Background: an optimization exercise with open tools, aiming at small area. Do not read the settings as production practice. In this exercise RTL edits were held to simulation tests only and were not proved equivalent to the original. No activity file was given, so power comes from the tool's default toggle rates.

## tg_traffic_gen_top
module tg_traffic_gen_top #(
  parameter int MESH_X      = 4,
  parameter int MESH_Y      = 4,
  parameter int LOCAL_PORTS = 2,
  parameter int SENDER_NUM  = MESH_X * MESH_Y * LOCAL_PORTS,
  parameter int CREDIT_NUM  = 2,
  localparam int IDX_W      = (SENDER_NUM > 1) ? $clog2(SENDER_NUM) : 1
) (
  input  logic                          clk,
  input  logic                          rstn,
  input  logic                          run_i,
  input  logic                          seed_load_i,
  input  logic [tg_cfg_pkg::RAND_W-1:0] seed_src_i,
  input  logic [tg_cfg_pkg::RAND_W-1:0] seed_tgt_i,
  input  logic [2:0]                    pattern_i,
  input  logic [SENDER_NUM-1:0]         credit_return_i,
  input  logic [IDX_W-1:0]              stat_sel_i,
  output logic [SENDER_NUM-1:0]         test_vld_o,
  output tg_noc_pkg::coord_t            test_tgt_x_o,
  output tg_noc_pkg::coord_t            test_tgt_y_o,
  output tg_noc_pkg::port_t             test_tgt_port_o,
  output logic [2:0]                    test_route_o,
  output logic [tg_cfg_pkg::TXN_W-1:0]  test_txn_id_o,
  output logic [tg_cfg_pkg::STAT_W-1:0] gen_total_o,
  output logic [tg_cfg_pkg::STAT_W-1:0] sent_total_o,
  output logic [tg_cfg_pkg::STAT_W-1:0] stat_sent_o
);
For scale: ~2200 cells after synthesis, roughly 680 flip-flops, about 31000 um^2 of cells after synthesis.
make LEC_CHECK=0 CAP_MARGIN=20 CORE_MARGIN=2 CORE_UTILIZATION=40 CTS_BUF_LIST=sky130_fd_sc_hd__clkbuf_4 SLEW_MARGIN=20 SYNTH_HIERARCHICAL=1 SYNTH_MINIMUM_KEEP_SIZE=0 finish   # period 5.5 ns
run.sh (not shown) runs the stock make flow with config.mk's settings and CLKGATE_MAP_FILE= SYNTH_SCRIPT=/design/flow/synth_recipe.tcl, a recipe that flattens the netlist after the stock synthesis.
Rerun with:
--- a/flow/config.mk
+++ b/flow/config.mk
@@ -10,2 +10,2 @@
-export CORE_UTILIZATION = 40
-export CTS_BUF_LIST = sky130_fd_sc_hd__clkbuf_4
+export CORE_UTILIZATION = 60
+export CTS_BUF_LIST = sky130_fd_sc_hd__clkbuf_8
Effect: Maximum frequency went down by 1.3%. Via count went up by 0.36%. Sequential cell count is unchanged. Setup slack degrades by 0.073 ns. Hold slack improves by 0.013 ns. Routed wire length went up by 2.8%.

========
Setup of zinc:
tg_traffic_gen_top, a different RTL version from the one above (not shown whole).
Size in the first run: ~2000 cells after synthesis, ~680 flip-flops, about 210 I/O pins, about 29000 sq um of cells after synthesis.
Settings: LEC_CHECK=0, CAP_MARGIN=5, CORE_MARGIN=2, CORE_UTILIZATION=40, CTS_BUF_LIST=sky130_fd_sc_hd__clkbuf_8, CTS_CLUSTER_DIAMETER=80, CTS_CLUSTER_SIZE=16, SLEW_MARGIN=5, SYNTH_HIERARCHICAL=1, SYNTH_MINIMUM_KEEP_SIZE=0; clock period 5.5 ns.
standard.sh (not shown) runs the stock make flow with config.mk's settings and CLKGATE_MAP_FILE= SYNTH_SCRIPT=/design/flow/synth_recipe.tcl, a recipe that flattens the netlist after the stock synthesis.
==> flow/flow/run.sh <==
#!/bin/bash
# Standard ORFS layout, with the port buffers made from the smallest buffer
# cell instead of the delay cell buffer_ports picks by default, and a clock
# tree without dummy balancing loads.
set -euo pipefail
export BUFFER_PORTS_ARGS="-buffer_cell sky130_fd_sc_hd__buf_1"
export CTS_ARGS="-sink_clustering_enable -repair_clock_nets -sink_clustering_size 16 -sink_clustering_max_diameter 80 -buf_list sky130_fd_sc_hd__clkbuf_8 -dont_use_dummy_load"
bash standard.sh finish > standard.log 2>&1
zinc: done, clean on timing, DRC and antenna
Setup changes, zinc to nickel
Settings: CTS_CLUSTER_DIAMETER changed from 80 to 60; SLEW_MARGIN changed from 5 to 20; CTS_CLUSTER_SIZE changed from 16 to 20; CAP_MARGIN changed from 5 to 20; CORE_UTILIZATION changed from 40 to 65.
==> flow/flow/run.sh <==
#!/bin/bash
# Standard ORFS layout, with the port buffers made from the smallest buffer
# cell instead of the delay cell buffer_ports picks by default.
set -euo pipefail
export BUFFER_PORTS_ARGS="-buffer_cell sky130_fd_sc_hd__buf_1"
bash standard.sh finish > standard.log 2>&1
Findings:
nickel: full flow OK, the timing, design-rule and antenna checks passed
zinc: flow completed, timing, DRC and antenna clean
Maximum frequency of zinc is on par with nickel.
Diff zinc -> nickel: delay of the slowest critical-path stage went up by 0.04 ns; number of non-filler instances in the completed layout now sits lower; sequential share of layout area level.
NOTE: met2 wire length in nickel falls short of that of zinc
Wire: nickel routes less than zinc
nickel against zinc: fraction of layout cells with a size suffix above 1 went up by 1.6 points, mean routed wirelength per cell went up by about 4.6%, cell leakage power went up by 0.26 nW, fraction of power consumed by the clock network went up by 4.6 points, floorplan die area went down by 38%.
Relative to nickel, the following input files were edited for cedar:
Settings: setting GPL_TIMING_DRIVEN to 0 for the first time; changing CTS_CLUSTER_DIAMETER from 60 to 80; changing CTS_CLUSTER_SIZE from 20 to 16; changing CORE_UTILIZATION from 65 to 40.
-- flow/flow/run.sh --
<<< nickel, line 3
# cell instead of the delay cell buffer_ports picks by default.
>>> cedar, line 3
# cell instead of the delay cell buffer_ports picks by default, and a clock
# tree without dummy balancing loads.
<<< nickel, line 6
>>> cedar, line 7
export CTS_ARGS="-sink_clustering_enable -repair_clock_nets -sink_clustering_size 16 -sink_clustering_max_diameter 80 -buf_list sky130_fd_sc_hd__clkbuf_8 -dont_use_dummy_load"
Findings:
- nickel → cedar: fmax fell about 1.8%, power fell 3.3%.
- The clock power reported for cedar is smaller than that of nickel by about 20%.
- cedar went all the way through synthesis, placement and routing and the layout is clean on timing, DRC and antenna.
- Relative to nickel, arrival time at the worst endpoint increased by 0.12 ns in cedar.
> inputs changed (cedar -> xenon)
Settings: GPL_TIMING_DRIVEN: 0 -> unset.
==> flow/flow/run.sh <==
#!/bin/bash
# Standard ORFS layout, with the port buffers made from the smallest buffer
# cell instead of the delay cell buffer_ports picks by default.
set -euo pipefail
export BUFFER_PORTS_ARGS="-buffer_cell sky130_fd_sc_hd__buf_1"
bash standard.sh finish > standard.log 2>&1
==> comparison <==
xenon completed end to end with timing, DRC and antenna clean. Between cedar and xenon, combinational fraction of design power is higher for cedar, xenon comes in under that. xenon against cedar: portion of the layout cell area used by non-clock buffers lost 1.6 points; total chip power dropped 0.11 mW; core footprint ~0 delta; area occupied by registers held; total number of vias decreased by 271 relative to the old numbers. Average cell area after synthesis: cedar vs xenon, no meaningful difference. Compared to cedar, the routing of xenon uses less wire.
The following lists how amber was set up differently from xenon:
-- flow/flow/run.sh --
<<< xenon, line 3
# cell instead of the delay cell buffer_ports picks by default.
>>> amber, line 3
# cell instead of the delay cell buffer_ports picks by default, and with
# power recovery (downsizing cells on paths with positive slack) after
# global routing.
<<< xenon, line 6
>>> amber, line 8
export RECOVER_POWER=100
==> comparison <==
To summarise amber: no stage aborted, but the layout did not pass its checks, failing on capacitance limit, slew limit.
Changes observed in amber relative to xenon: power density over the cells level, synthesized cell count level, total power level, final period utilization level, flip-flop and latch count level.
STATUS worst setup slack: amber loses against xenon
Changes observed in amber relative to xenon: multi-input gate share of the layout cell area has remained practically unchanged, worst hold slack has increased, area added between synthesis and finish has decreased, number of vias per cell after detailed routing has remained practically unchanged.
Between xenon and amber, the difference in achievable frequency is negligible.

========
Setup of run A:
tg_traffic_gen_top again, from the RTL that the note above started with.
Settings: LEC_CHECK=0, CAP_MARGIN=20, CORE_MARGIN=2, CORE_UTILIZATION=40, CTS_BUF_LIST=sky130_fd_sc_hd__clkbuf_8, CTS_CLUSTER_DIAMETER=80, CTS_CLUSTER_SIZE=16, SLEW_MARGIN=20, SYNTH_HIERARCHICAL=1, SYNTH_MINIMUM_KEEP_SIZE=0; clock period 5.5 ns.
==> flow/flow/run.sh <==
#!/bin/bash
# Standard ORFS layout, with the port buffers made from the smallest buffer
# cell instead of the delay cell buffer_ports picks by default, and a clock
# tree without dummy balancing loads.
set -euo pipefail
export BUFFER_PORTS_ARGS="-buffer_cell sky130_fd_sc_hd__buf_1"
export CTS_ARGS="-sink_clustering_enable -repair_clock_nets -sink_clustering_size 16 -sink_clustering_max_diameter 80 -buf_list sky130_fd_sc_hd__clkbuf_8 -dont_use_dummy_load"
bash standard.sh finish > standard.log 2>&1
The inputs of run B differ from those of run A as listed below.
==> flow/run.sh (new file) <==
#!/bin/bash
# synth_recipe.tcl (not shown) runs the flow's synth.tcl, then flattens the netlist and writes it again
# the make line also repeats each setting of config.mk as NAME=value (left out here)
make -C /OpenROAD-flow-scripts/flow DESIGN_CONFIG=/design/flow/config.mk WORK_HOME=/design/flow/orfs CLKGATE_MAP_FILE= SYNTH_SCRIPT=/design/flow/synth_recipe.tcl finish
removed: flow/flow/run.sh
removed: flow/standard.sh
==> notes.md <==
- Relative to run A, the fraction of power consumed by the clock network of run B is higher by 0.8 points.
- Total power was lower in run A than in run B.
- As far as placeable core region goes, run A and run B are indistinguishable; the numbers are identical.
- Run B does better than run A on hold slack.
- [run B vs run A] sequential fraction of design power: lower in run B
Here is what was changed in the inputs of run C compared with run B.
Settings: changing CTS_CLUSTER_SIZE from 16 to 18; changing CTS_CLUSTER_DIAMETER from 80 to 90.
==> flow/flow/run.sh (new file) <==
#!/bin/bash
# Standard ORFS layout, with the port buffers made from the smallest buffer
# cell instead of the delay cell buffer_ports picks by default, and a clock
# tree without dummy balancing loads.
set -euo pipefail
export BUFFER_PORTS_ARGS="-buffer_cell sky130_fd_sc_hd__buf_1"
export CTS_ARGS="-sink_clustering_enable -repair_clock_nets -sink_clustering_size 18 -sink_clustering_max_diameter 90 -buf_list sky130_fd_sc_hd__clkbuf_8 -dont_use_dummy_load"
bash standard.sh finish > standard.log 2>&1
==> flow/standard.sh (new file) <==
#!/bin/bash
# synth_recipe.tcl (not shown) runs the flow's synth.tcl, then flattens the netlist and writes it again
# the make line also repeats each setting of config.mk as NAME=value (left out here)
make -C /OpenROAD-flow-scripts/flow DESIGN_CONFIG=/design/flow/config.mk WORK_HOME=/design/flow/orfs CLKGATE_MAP_FILE= SYNTH_SCRIPT=/design/flow/synth_recipe.tcl "${@:-finish}"
removed: flow/run.sh
- Run C — number of global-route vias before repair 420 lower, run B as reference
- NOTE: setup slack in run C exceeds that of run B
- In run C the total wire length turned out about 6% lower than in run B.
- Run C ended up with a higher setup slack of the most critical reg-to-reg path than run B did.
- Per the comparison of run C with run B, critical path data required time lower; fraction of power spent switching nets roughly the same; final period utilization lower; final net count lower.
Edits applied to the flow inputs when going from run C to run D:
Settings: swapping 18 for 24 in CTS_CLUSTER_SIZE; swapping sky130_fd_sc_hd__clkbuf_8 for sky130_fd_sc_hd__clkbuf_16 in CTS_BUF_LIST; swapping 90 for 120 in CTS_CLUSTER_DIAMETER.
==> flow/run.sh (new file) <==
#!/bin/bash
# synth_recipe.tcl (not shown) runs the flow's synth.tcl, then flattens the netlist and writes it again
# the make line also repeats each setting of config.mk as NAME=value (left out here)
make -C /OpenROAD-flow-scripts/flow DESIGN_CONFIG=/design/flow/config.mk WORK_HOME=/design/flow/orfs CLKGATE_MAP_FILE= SYNTH_SCRIPT=/design/flow/synth_recipe.tcl finish
removed: flow/flow/run.sh
removed: flow/standard.sh
### Flow results
Compare run D and run C | final cycle utilization of the critical path higher: run C. Comparing run C against run D, there is no change at all in synthesized cell count. Cell count came out higher on run D than on run C. Between run C and run D, data required time at the worst endpoint decreased.

========
Setup of job 101:
tg_traffic_gen_top, a different RTL version from the one above (not shown whole).
Size: roughly 680 flip-flops, about 210 I/O pins, ~0.029 mm² of cells after synthesis.
==> flow/config.mk <==
export PLATFORM = sky130hd
export DESIGN_NAME = tg_traffic_gen_top
export DESIGN_NICKNAME = tg_traffic_gen_top
export VERILOG_FILES = /design/flow/design.v
export SDC_FILE = /design/flow/constraint.sdc
export NUM_CORES = 4
export LEC_CHECK = 0
export CAP_MARGIN = 20
export CORE_MARGIN = 2
export CORE_UTILIZATION = 40
export CTS_BUF_LIST = sky130_fd_sc_hd__clkbuf_4 sky130_fd_sc_hd__clkbuf_8
export CTS_CLUSTER_DIAMETER = 60
export CTS_CLUSTER_SIZE = 10
export SLEW_MARGIN = 20
export SYNTH_HIERARCHICAL = 1
export SYNTH_MINIMUM_KEEP_SIZE = 0
==> flow/constraint.sdc <==
create_clock -name core_clock -period 5.5 [get_ports {clk}]
set_input_delay 1.1000 -clock core_clock [delete_from_list [all_inputs] [get_ports {clk}]]
set_output_delay 1.1000 -clock core_clock [all_outputs]
set_load 0.01 [all_outputs]
==> flow/flow/run.sh <==
#!/bin/bash
# Standard ORFS layout, with the port buffers made from the smallest buffer
# cell instead of the delay cell buffer_ports picks by default, and a clock
# tree of small leaf buffers without dummy balancing loads.
set -euo pipefail
export BUFFER_PORTS_ARGS="-buffer_cell sky130_fd_sc_hd__buf_1"
export CTS_ARGS="-sink_clustering_enable -repair_clock_nets -sink_clustering_size 10 -sink_clustering_max_diameter 60 -buf_list {sky130_fd_sc_hd__clkbuf_4 sky130_fd_sc_hd__clkbuf_8} -sink_clustering_buffer sky130_fd_sc_hd__clkbuf_4 -dont_use_dummy_load"
bash standard.sh finish > standard.log 2>&1
Job 101 finished every step from synthesis to the final layout, and the layout passed the timing, design-rule and antenna checks.
> inputs changed (job 101 -> job 102)
Settings: CTS_CLUSTER_DIAMETER changed from 60 to 80; CTS_CLUSTER_SIZE changed from 10 to 16; CTS_BUF_LIST changed from sky130_fd_sc_hd__clkbuf_4 sky130_fd_sc_hd__clkbuf_8 to sky130_fd_sc_hd__clkbuf_8.
==> flow/flow/run.sh <==
#!/bin/bash
# Standard ORFS layout, with the port buffers made from the smallest buffer
# cell instead of the delay cell buffer_ports picks by default, and a clock
# tree without dummy balancing loads.
set -euo pipefail
export BUFFER_PORTS_ARGS="-buffer_cell sky130_fd_sc_hd__buf_1"
export CTS_ARGS="-sink_clustering_enable -repair_clock_nets -sink_clustering_size 16 -sink_clustering_max_diameter 80 -buf_list sky130_fd_sc_hd__clkbuf_8 -dont_use_dummy_load"
bash standard.sh finish > standard.log 2>&1
[summary]
On cell internal power dissipation, job 101 beats job 102.
Per the comparison of job 102 with job 101, design area held steady, routed wire length on met2 was more or less identical, wire length after detailed routing moved down.
As of job 102, number of clock-tree buffers in the layout had fallen by more than a quarter compared to job 101.
Row total track usage: job 102 lower / job 101 higher

port drivers added, routing unchanged:
The results above use ideal ports. As a check the final layouts listed here were re-extracted and re-timed, cells and wires unchanged.
Step 1 sets driving cells, clkbuf_16 on the clock port and buf_2 on the other inputs (assumed; they add their load-dependent delay and slew).
Step 2 times the ports against the registers' clock, not the clock port: input delays grow and output delays shrink by t, the midpoint of the rising clock arrivals with the driver on.
Slacks: ideal / step 1 / step 2; pairs: ideal / step 1.
run	shift t [ns]	setup WS [ns]	worst register clock-pin slew, ns
the first run of note 1	1.036	0.155 / 0.155 / 0.155	0.08 / 0.08
the second run of note 1	0.756	0.082 / 0.004 / 0.004	0.07 / 0.07
zinc	0.684	0.260 / 0.260 / 0.260	0.11 / 0.11
nickel	0.707	0.250 / 0.250 / 0.250	0.12 / 0.12
cedar	0.701	0.151 / 0.151 / 0.151	0.11 / 0.11
xenon	0.710	0.232 / 0.232 / 0.232	0.11 / 0.11
amber	0.712	0.227 / 0.227 / 0.227	0.11 / 0.11
run A	0.698	0.269 / 0.269 / 0.269	0.11 / 0.11
run B	0.738	0.256 / 0.256 / 0.256	0.11 / 0.11
run C	0.691	0.272 / 0.272 / 0.272	0.12 / 0.12
run D	0.635	0.300 / 0.251 / 0.251	0.10 / 0.10
job 101	0.692	0.267 / 0.267 / 0.267	0.11 / 0.11
job 102	0.683	0.262 / 0.262 / 0.262	0.11 / 0.11
For the second run of note 1, which loses most, drivers alone change the setup slack by -0.078 ns; drivers and shift together by -0.078 ns.
